What follows belongs to an exercise in optimizing a design on an open flow for small area and few clock cycles per item; a production flow would make more cautious choices. Function was checked by simulation only, so behaviour that the tests miss may differ from the original. Power and IR-drop figures of this design are not reliable: the tool's default activity estimate is inflated in some of its runs.

==> v14: inputs <==
Design rgb_to_hsi_convert, start of the top module:
module rgb_to_hsi_convert #(
  parameter int unsigned HUE_FRAC_BITS = rhc_pkg::HUE_FRAC_DEF
) (
  input  logic        clk,
  input  logic        rst_n,
  input  logic        in_tvalid,
  output logic        in_tready,
  input  logic [23:0] in_tdata,    
  output logic        out_tvalid,
  input  logic        out_tready,
  output logic [47:0] out_tdata    
);
  logic [3:0] vld_r;
  logic adv;
  assign adv        = !vld_r[3] || out_tready;
  assign in_tready  = adv;
  assign out_tvalid = vld_r[3];
  always_ff @(posedge clk) begin
    if (!rst_n) vld_r <= '0;
    else if (adv) vld_r <= {vld_r[2:0], in_tvalid};
  end
  logic n_1;
  assign n_1 = ~in_tdata[16];
  logic n_2;
  assign n_2 = ~in_tdata[17];
  logic n_3;
  assign n_3 = ~in_tdata[18];
  logic n_4;
  assign n_4 = ~in_tdata[19];
  logic n_5;
  assign n_5 = ~in_tdata[20];
  logic n_6;
  assign n_6 = ~in_tdata[21];
  logic n_7;
  assign n_7 = ~in_tdata[22];
  logic n_8;
  assign n_8 = ~in_tdata[23];
  logic a_9;
  assign a_9 = in_tdata[8] & n_1;
  logic a_10;
  assign a_10 = in_tdata[9] & n_2;
  logic a_11;
  assign a_11 = in_tdata[10] & n_3;
  logic a_12;
  assign a_12 = in_tdata[11] & n_4;
  logic a_13;
  assign a_13 = in_tdata[12] & n_5;
  logic a_14;
  assign a_14 = in_tdata[13] & n_6;
  logic a_15;
  assign a_15 = in_tdata[14] & n_7;
  logic a_16;
  assign a_16 = in_tdata[15] & n_8;
  logic x_17;
  assign x_17 = in_tdata[8] ^ n_1;
  logic x_18;
  assign x_18 = in_tdata[9] ^ n_2;
  logic x_19;
  assign x_19 = in_tdata[10] ^ n_3;
  logic x_20;
  assign x_20 = in_tdata[11] ^ n_4;
  logic x_21;
  assign x_21 = in_tdata[12] ^ n_5;
  logic x_22;
  assign x_22 = in_tdata[13] ^ n_6;
  logic x_23;
  assign x_23 = in_tdata[14] ^ n_7;
  logic x_24;
  assign x_24 = in_tdata[15] ^ n_8;
  logic o_25;
  assign o_25 = a_9 | x_17;
  logic a_26;
  assign a_26 = x_19 & a_10;
  logic o_27;
  assign o_27 = a_11 | a_26;
  logic a_28;
  assign a_28 = x_19 & x_18;
  logic a_29;
  assign a_29 = x_21 & a_12;
  logic o_30;
  assign o_30 = a_13 | a_29;
  logic a_31;
  assign a_31 = x_21 & x_20;
  logic a_32;
  assign a_32 = x_23 & a_14;
  logic o_33;
  assign o_33 = a_15 | a_32;
  logic a_34;
  assign a_34 = x_23 & x_22;
  logic a_35;
  assign a_35 = a_28 & o_25;
  logic o_36;
  assign o_36 = o_27 | a_35;
  logic a_37;
  assign a_37 = a_34 & o_30;
  logic o_38;
  assign o_38 = o_33 | a_37;
  logic a_39;
  ...
clock: 12.5 ns
lec_check: 0
abc_area: 1
cap_margin: 0
core_margin: 2
core_utilization: 70
cts_buf_list: sky130_fd_sc_hd__clkbuf_8
slew_margin: 0
run.sh (not shown) runs the stock make flow with config.mk's settings and CLKGATE_MAP_FILE= SYNTH_SCRIPT=/design/flow/synth_recipe.tcl, a recipe that flattens the netlist after the stock synthesis.
==> v4 (differences from v14) <==
- CAP_MARGIN: 0 -> 20
- CORE_UTILIZATION: 70 -> 55
- CTS_BUF_LIST: sky130_fd_sc_hd__clkbuf_8 -> sky130_fd_sc_hd__clkbuf_4 sky130_fd_sc_hd__clkbuf_8
- SLEW_MARGIN: 0 -> 20
==> v6 (differences from v14) <==
- CAP_MARGIN: 0 -> 20
- CORE_UTILIZATION: 70 -> 55
- CTS_BUF_LIST: sky130_fd_sc_hd__clkbuf_8 -> not set
- CTS_CLUSTER_DIAMETER: not set -> 60
- CTS_CLUSTER_SIZE: not set -> 30
- SLEW_MARGIN: 0 -> 20
==> v20 (differences from v14) <==
- CAP_MARGIN: 0 -> 20
- GPL_TIMING_DRIVEN: not set -> 0
- SLEW_MARGIN: 0 -> 20
==> comparison <==
- v14 finished with timing, DRC and antenna clean. v4 completed without violations. v6 produced a clean layout. v20 finished but failed the layout checks on setup timing.
- In v14 the final cell count is smaller than in v6, by 3.2%.
- Sequential power is about the same in v14 and v4.
- In flip-flop and latch count, v14 and v6 do not differ.
- The lowest global-route usage belongs to v6, the highest to v14.
==> figures <==
Switching power: v20 0.169 W; v4 0.161 W; v6 0.161 W; v14 0.161 W
Leakage: v20 28.1 nW; v4 27.7 nW; v6 27.7 nW; v14 27.5 nW
Via density: v20 5.42; v4 5.15; v6 5.15; v14 5.42
Antenna Diode Count: v20 2; v4 2; v6 0; v14 1
Status: v20 finished with violations; v4 complete, no violations; v6 complete, no violations; v14 complete, no violations
Reasons for failing layout checks: v20 setup timing; v4 -; v6 -; v14 -
Worst Reg-to-Reg Cells: v20 85; v4 83; v6 83; v14 83
Min Clock Period, post-route: v20 12510 ps; v4 11920 ps; v6 11900 ps; v14 11990 ps
Startpoint of the worst hold path: v20 dq_dq_o_5909_q2_q3; v4 fl_fl_n_296_q1_q2; v6 dq_o_6077_q3; v14 dq_o_6413_q3
Setup slack after layout: v20 -8.81 ps; v4 577 ps; v6 598 ps; v14 514 ps
Initial antenna violation count: v20 2; v4 5; v6 3; v14 2
Testbench counts of v14, summed over its fixed seeds: cycles 16,032, items 16,000.
Testbench counts of v4, summed over its fixed seeds: cycles 16,032, items 16,000.
Testbench counts of v6, summed over its fixed seeds: cycles 16,032, items 16,000.
Testbench counts of v20, summed over its fixed seeds: cycles 16,032, items 16,000.

-- static timing again, ports no longer ideal --
How much do the figures lean on ideal ports? The routed layouts below were timed once more, with nothing changed but the port constraints. Step 1 (the two cells are an assumption about what drives the block):
set clk [get_ports {clk}]
set_driving_cell -lib_cell sky130_fd_sc_hd__clkbuf_16 $clk
set_driving_cell -lib_cell sky130_fd_sc_hd__buf_2 [delete_from_list [all_inputs] $clk]
Step 2, shift: input delay + t, output delay - t, t = (earliest + latest rising clock arrival at the registers) / 2. This alone moves slack from input paths to output paths. Slacks: ideal / step 1 / step 2; pairs: ideal / step 1.
run | shift t [ns] | setup slack, ns | clock arrival spread, ns | worst data-port slew with drivers (ns) | cell pins on the clock port's net
v14 | 0.752 | 0.514 / 0.445 / 0.202 | 0.051 / 0.052 | 0.09 | 1
v4 | 0.746 | 0.577 / 0.577 / 0.002 | 0.048 / 0.049 | 0.05 | 1
v6 | 0.661 | 0.598 / 0.598 / 0.079 | 0.045 / 0.045 | 0.05 | 1
v20 | 0.716 | -0.009 / -0.009 / -0.162 | 0.056 / 0.057 | 0.05 | 1
The setup slack of v4, which loses most, moves by 0.000 ns with the drivers and by -0.575 ns with both steps.
